From an optimization exercise on the open Yosys and OpenROAD flow, aimed at small area; shortcuts taken in it are not production practice.
In this exercise RTL edits were held to simulation tests only and were not proved equivalent to the original.

==> flow/design.v <==
package aes_pkg;
    localparam int RK_W   = 128;
    localparam int NUM_RK = 15;
    typedef enum logic [1:0] {
        KL_128 = 2'b00,
        KL_192 = 2'b01,
        KL_256 = 2'b10,
        KL_BAD = 2'b11
    } key_len_t;
    typedef enum logic [1:0] {
        ST_IDLE,
        ST_LOAD,
        ST_EXPAND,
        ST_DONE
    } state_t;
    function automatic logic [3:0] nk_of(input logic [1:0] kl);
        case (kl)
            2'b00:   nk_of = 4'd4;
            2'b01:   nk_of = 4'd6;
            default: nk_of = 4'd8;
        endcase
    endfunction
    function automatic logic [3:0] nr_of(input logic [1:0] kl);
        case (kl)
            2'b00:   nr_of = 4'd10;
            2'b01:   nr_of = 4'd12;
            default: nr_of = 4'd14;
        endcase
    endfunction
    function automatic logic [5:0] nw_of(input logic [1:0] kl);
        case (kl)
            2'b00:   nw_of = 6'd44;
            2'b01:   nw_of = 6'd52;
            default: nw_of = 6'd60;
        endcase
    endfunction
    function automatic logic [7:0] xtime(input logic [7:0] b);
        xtime = {b[6:0], 1'b0} ^ (b[7] ? 8'h1b : 8'h00);
    endfunction
endpackage
module aes_sbox (
    input  logic [7:0] a,
    output logic [7:0] s
);
    function automatic logic [7:0] gmul(input logic [7:0] x, input logic [7:0] y);
        logic [7:0] p;
        logic [7:0] xa;
        logic [7:0] yb;
        p  = 8'h00;
        xa = x;
        yb = y;
        for (int k = 0; k < 8; k++) begin
            if (yb[0]) p = p ^ xa;
            xa = {xa[6:0], 1'b0} ^ (xa[7] ? 8'h1b : 8'h00);
            yb = {1'b0, yb[7:1]};
        end
        gmul = p;
    endfunction
    function automatic logic [7:0] ginv(input logic [7:0] x);
        logic [7:0] r;
        logic [7:0] sq;
        r  = 8'h01;
        sq = x;
        for (int k = 1; k < 8; k++) begin
            sq = gmul(sq, sq);
            r  = gmul(r, sq);
        end
        ginv = r;
    endfunction
    function automatic logic [7:0] affine(input logic [7:0] x);
        affine = x ^ {x[6:0], x[7]} ^ {x[5:0], x[7:6]} ^ {x[4:0], x[7:5]}
                 ^ {x[3:0], x[7:4]} ^ 8'h63;
    endfunction
    always_comb begin
        s = affine(ginv(a));
    end
endmodule
module aes_key_sched_ctrl
(
    input  logic         clk,
    input  logic         rst,
    input  logic         start,
    input  logic [1:0]   key_len,
    input  logic [255:0] key_in,
    output logic         busy,
    output logic         ready,
    output logic [3:0]   nr,
    output logic         err,
    input  logic         rk_req,
    input  logic [3:0]   rk_idx,
    output logic         rk_valid,
    output logic [127:0] rk_data
);
    aes_pkg::state_t state;
    aes_pkg::state_t state_nxt;
    logic [255:0] key_q;
    logic [3:0]   nk_q;
    logic [5:0]   w_last_q;
    logic [5:0]   i_q;
    logic [2:0]   j_q;
    logic [7:0]   rcon_q;
    logic [31:0]  win [0:7];
    logic [31:0]  kw  [0:7];
    logic [aes_pkg::RK_W-1:0] rk_mem [0:aes_pkg::NUM_RK-1];
    logic         idle_or_done;
    logic         start_ok;
    logic         start_bad;
    logic [2:0]   back_idx;
    logic [31:0]  w_prev;
    logic [31:0]  w_back;
    logic [31:0]  sub_in;
    logic [31:0]  sub_out;
    logic [31:0]  temp;
    logic [31:0]  w_new;
    assign idle_or_done = (state == aes_pkg::ST_IDLE) || (state == aes_pkg::ST_DONE);
    assign start_ok     = idle_or_done && start && (key_len != 2'b11);
    assign start_bad    = idle_or_done && start && (key_len == 2'b11);
    assign busy         = (state == aes_pkg::ST_LOAD) || (state == aes_pkg::ST_EXPAND);
    assign ready        = (state == aes_pkg::ST_DONE);
    assign back_idx = 3'(4'd8 - nk_q);
    assign w_prev   = win[7];
    assign w_back   = win[back_idx];
    assign sub_in   = (j_q == 3'd0) ? {w_prev[23:0], w_prev[31:24]} : w_prev;
    for (genvar b = 0; b < 4; b++) begin : g_subword
        aes_sbox u_sbox (
            .a (sub_in[8*b +: 8]),
            .s (sub_out[8*b +: 8])
        );
    end
    always_comb begin
        for (int k = 0; k < 8; k++) begin
            kw[k] = key_q[255 - 32*k -: 32];
        end
    end
    always_comb begin
        temp = w_prev;
        if (j_q == 3'd0) begin
            temp = sub_out ^ {rcon_q, 24'h0};
        end else if ((nk_q == 4'd8) && (j_q == 3'd4)) begin
            temp = sub_out;
        end
        w_new = w_back ^ temp;
    end
    always_ff @(posedge clk) begin
        if (rst) state <= aes_pkg::ST_IDLE;
        else     state <= state_nxt;
    end
    always_comb begin
        state_nxt = state;
        case (state)
            aes_pkg::ST_IDLE:   if (start_ok) state_nxt = aes_pkg::ST_LOAD;
            aes_pkg::ST_LOAD:   state_nxt = aes_pkg::ST_EXPAND;
            aes_pkg::ST_EXPAND: if (i_q == w_last_q) state_nxt = aes_pkg::ST_DONE;
            aes_pkg::ST_DONE:   if (start_ok) state_nxt = aes_pkg::ST_LOAD;
            default:   state_nxt = aes_pkg::ST_IDLE;
        endcase
    end
    always_ff @(posedge clk) begin
        if (start_ok) begin
            key_q    <= key_in;
            nk_q     <= aes_pkg::nk_of(key_len);
            w_last_q <= aes_pkg::nw_of(key_len) - 6'd1;
        end
        if (state == aes_pkg::ST_LOAD) begin
            for (int m = 0; m < 8; m++) begin
                win[m] <= kw[3'(4'(m) + nk_q)];
            end
            rk_mem[0] <= key_q[255:128];
            rk_mem[1] <= key_q[127:0];
            i_q       <= {2'b00, nk_q};
            j_q       <= 3'd0;
            rcon_q    <= 8'h01;
        end
        if (state == aes_pkg::ST_EXPAND) begin
            for (int m = 0; m < 7; m++) begin
                win[m] <= win[m+1];
            end
            win[7] <= w_new;
            rk_mem[i_q[5:2]][{~i_q[1:0], 5'd0} +: 32] <= w_new;
            i_q <= i_q + 6'd1;
            j_q <= ({1'b0, j_q} == nk_q - 4'd1) ? 3'd0 : j_q + 3'd1;
            if (j_q == 3'd0) rcon_q <= aes_pkg::xtime(rcon_q);
        end
    end
    always_ff @(posedge clk) begin
        if (rst) begin
            nr       <= 4'd0;
            err      <= 1'b0;
            rk_valid <= 1'b0;
            rk_data  <= '0;
        end else begin
            err      <= start_bad;
            rk_valid <= 1'b0;
            if (start_ok) nr <= aes_pkg::nr_of(key_len);
            if ((state == aes_pkg::ST_DONE) && rk_req) begin
                rk_valid <= 1'b1;
                if (rk_idx <= nr) begin
                    rk_data <= rk_mem[rk_idx];
                end else begin
                    rk_data <= '0;
                    err     <= 1'b1;
                end
            end
        end
    end
endmodule
==> flow/run.sh <==
#!/bin/bash
# synth_recipe.tcl (not shown) runs the flow's synth.tcl, then flattens the netlist and writes it again
# the make line also repeats each setting of config.mk as NAME=value (left out here)
make -C /OpenROAD-flow-scripts/flow DESIGN_CONFIG=/design/flow/config.mk WORK_HOME=/design/flow/orfs CLKGATE_MAP_FILE= SYNTH_SCRIPT=/design/flow/synth_recipe.tcl finish
==> flow/config.mk <==
export PLATFORM = sky130hd
export DESIGN_NAME = aes_key_sched_ctrl
export DESIGN_NICKNAME = aes_key_sched_ctrl
export VERILOG_FILES = /design/flow/design.v
export SDC_FILE = /design/flow/constraint.sdc
export NUM_CORES = 8
export LEC_CHECK = 0
export CAP_MARGIN = 20
export CORE_MARGIN = 2
export CORE_UTILIZATION = 40
export PLACE_DENSITY = 0.6
export SLEW_MARGIN = 20
==> flow/constraint.sdc <==
create_clock -name core_clock -period 30.0 [get_ports {clk}]
set_input_delay 6.0000 -clock core_clock [delete_from_list [all_inputs] [get_ports {clk}]]
set_output_delay 6.0000 -clock core_clock [all_outputs]
set_load 0.01 [all_outputs]
==> flow_summary.ini <==
[run_status]
status = complete, no violations

[detailed_routing]
dr_wl_met2_um = 274000
wl_met1_um = 240000
dr_wl_met3_um = 64500
via_per_inst = 6.16
drt_wl_total_um = 618000
drc_errors = 0
first_pass_iters = 14
vias = 129475
routed.top_layer = met5
ant_nets = 0
routedWlPerCell_um = 29.4
drt_iter0_drc = 19221

[final_layout]
drive_gt1_frac = 0.146
final_area_sq_um = 196000
fillers = 39755
area.growth.synth_to_final_pct = 11.5
nets = 15296
finalNonFillerCells = 21010

[floorplanning]
die_w_um = 667
initial_utilization = 0.401
die_area_sq_um = 445000
io_pins = 402
rows = 243
core_sq_um = 438000
dieHeight_um = 667

[placed_design]
port_buffers = 400
gp_congestion = 0.921
place.detailed.hpwl_um = 416000
dp_cells = 20433
placedInstanceArea_sq_um = 186000

[timing]
max_freq_mhz = 41.8
hold-worst-slack_ps = 492
timing.setup.tns_ps = 0
layout_worst_path_cycle_share = 0.797
timing_hold_violations_final = 0
rsz0062_at_grt = no
finalClockSkew_ps = 71.9
worst_pin_slew_ps = 1270
max-slew-margin-rel = 0.151
finalCriticalPeriod_ps = 23900
drv_slew = 0
finalSetupViolations = 0

[global_routing]
grt_pass1_vias = 119308
grt_overflow_total = 0
grt_usage = 0.268
grt_pass1_wl_um = 876000
grt_max_degree = 192
antenna_found_initial = 60

[logic_synthesis]
ys.flop_type = edfxtp_1
synthTopCellsByArea = edfxtp_1 (44%), xnor2_1 (8.5%), mux4_2 (8.3%)
synth_area_sq_um = 176000
netlist.top_cell.by_area = edfxtp_1
yosysTopAreaCellShare = 0.440
yosysWarnings = 4
synth_cell_types = 156
synth_commonest_cells = edfxtp_1 (2574), xnor2_1 (1706), nor2_1 (1680)
async_flop_share = 0
seq_area_frac_synth = 0.456
ys_ff_latch = 2717
syn_avg_cell_area_sq_um = 11.8
yosysMostFrequentCell = edfxtp_1
syn_inst = 14917
synth-edff-count = 2574
syn_nets = 15233

[critical_path]
cpPeakStageDelay_ps = 850
crit_arrival_ps = 24570
slowest_stage = xnor3_1
crit_family = XOR/XNOR gates
critPathBufInv = 5
r2r_end = rk_mem[15][73]$_DFFE_PP_
crit_fanout = 20
timing.rr.start = j_q[0]$_SDFFCE_PP0P_
cp.required_ps = 30670
rr_worst_depth = 67
r2r_slack_ps = 6100
cpMostUsedCell = xnor2_1
critPathLaunchType = register
path_class = register to register
cp-end-kind = register

[worst_hold_path]
whs_path_depth = 2
min_from = rcon_q[1]$_DFF_P_
hold_class = register to register
hold_path_end = rcon_q[2]$_DFF_P_

[clock_network]
ctsResizeCount = 0
clk_latency_ps = 960
clkTransAtPathRegs_ps = 70
cts_tree = built
post_cts_buffers = 0
cts_buffer_depth = 4
numCtsBuffers = 300
root_buffer = clkbuf_16
htreeDepth = 5
holdBufCountCts = 0
cts.sinks = 2717

[job]
drv_cap = 0
==> worst reg2reg max path, delay by kind of cell (launching register included) <==
| kind | cells | cell delay, ps |
|---|---|---|
| compound gates | 12 | 3150 |
| xor+xnor | 23 | 10100 |
| fa+ha+maj | 4 | 1940 |
| buf+inv | 5 | 1480 |
| flops | 1 | 420 |
| mux | 2 | 1230 |
| simple gates | 21 | 5350 |
==> per-stage QoR <==
step | utilization | worst slack (ps)
4_1_cts | 0.447 | 6430
2_1_floorplan | - | 11600
3_5_place_dp | 0.426 | 6540
3_3_place_gp | 0.426 | 6570
6_report | 0.448 | 6100
5_1_grt | 0.447 | 4290
==> state kept, by name (all words and copies together), names as in the netlist <==
| name | count |
|---|---|
| j_q | 3 |
| i_q | 6 |
| nr | 3 |
| rcon_q | 8 |
| key_q | 256 |
| rk_data | 128 |
| rk_mem | 2048 |
| w_last_q | 2 |
| err | 1 |
| win | 256 |
| nk_q | 3 |
| state | 2 |
| rk_valid | 1 |
==> cell type report <==
cell class / instances / area (sq um) / share of cell area
timing repair buffer: 872 / 7640 / 0.0390
clock buffer: 388 / 8110 / 0.0414
antenna: 64 / 160 / 0.000817
clock inverter: 123 / 1110 / 0.00568
inverter: 145 / 572 / 0.00292
multi-input combinational: 10944 / 91000 / 0.464
sequential: 2717 / 80200 / 0.409
tap: 5757 / 7200 / 0.0368
==> placed cells by master (no fill, tap or decap), types with 363 or more instances in the layout <==
cell,count
a21oi_1,515
a22oi_1,363
buf_4,466
clkdlybuf4s50_1,395
edfxtp_1,2574
mux4_2,644
nand2_1,1119
nor2_1,1617
o21ai_0,411
xnor2_1,1646
xor2_1,470
==> worst max path at each step <==
| stage | endpoint | cells after the start | from |
|---|---|---|---|
| final | rk_mem[15][73]$_DFFE_PP_ | 67 | j_q[0]$_SDFFCE_PP0P_ |
| after global routing | rk_mem[8][105]$_DFFE_PP_ | 66 | j_q[1]$_SDFFCE_PP0P_ |
| after CTS | rk_mem[8][9]$_DFFE_PP_ | 67 | j_q[1]$_SDFFCE_PP0P_ |
| after detailed placement | rk_mem[10][9]$_DFFE_PP_ | 67 | j_q[0]$_SDFFCE_PP0P_ |
| after global placement | rk_mem[12][15]$_DFFE_PP_ | 67 | j_q[1]$_SDFFCE_PP0P_ |
| after floorplan | rk_mem[10][36]$_DFFE_PP_ | 80 | j_q[1]$_SDFFCE_PP0P_ |
==> kinds of logic (layout without fill, tap and decap cells) <==
kind of cell             count (synthesis)  after routing  share of synthesized area
buffers and inverters                 1256           1528                     0.0340
adder cells (fa/ha/maj)                 50             50                    0.00356
AO/OA/AOI/OAI                         3159           3159                      0.129
flip-flops                            2717           2717                      0.456
other                                    1             65                  0.0000213
AND/OR/NAND/NOR                       4006           4006                      0.101
multiplexers                          1003           1003                      0.105
XOR/XNOR                              2725           2725                      0.172
==> per-layer routing <==
metal | track usage | vias to the layer above
li1 | - | 56265
met1 | 0.359 | 64636
met2 | 0.406 | 7381
met3 | 0.0551 | 1177
met4 | 0.150 | 16
met5 | 0 | -

==> static timing again, ports no longer ideal <==
How much do the figures lean on ideal ports? The routed layout below was timed once more, with nothing changed but the port constraints.
Step 1 (the two cells are an assumption about what drives the block):
set clk [get_ports {clk}]
set_driving_cell -lib_cell sky130_fd_sc_hd__clkbuf_16 $clk
set_driving_cell -lib_cell sky130_fd_sc_hd__buf_2 [delete_from_list [all_inputs] $clk]
Step 2 also shifts input and output timing later by t, the mid clock arrival at the registers, as if the neighbouring blocks saw the same clock.
Slacks: ideal ports / drivers / drivers and shift; pairs: ideal ports / drivers.
t (ns): 1.020
setup slack, ns: 6.102 / 6.102 / 6.102
worst slew at a driven data input, ns: 0.25
pins driven straight from the clock port: 1
After both steps this run still meets setup and hold. For this run, drivers alone change the setup slack by 0.000 ns; drivers and shift together by 0.000 ns.
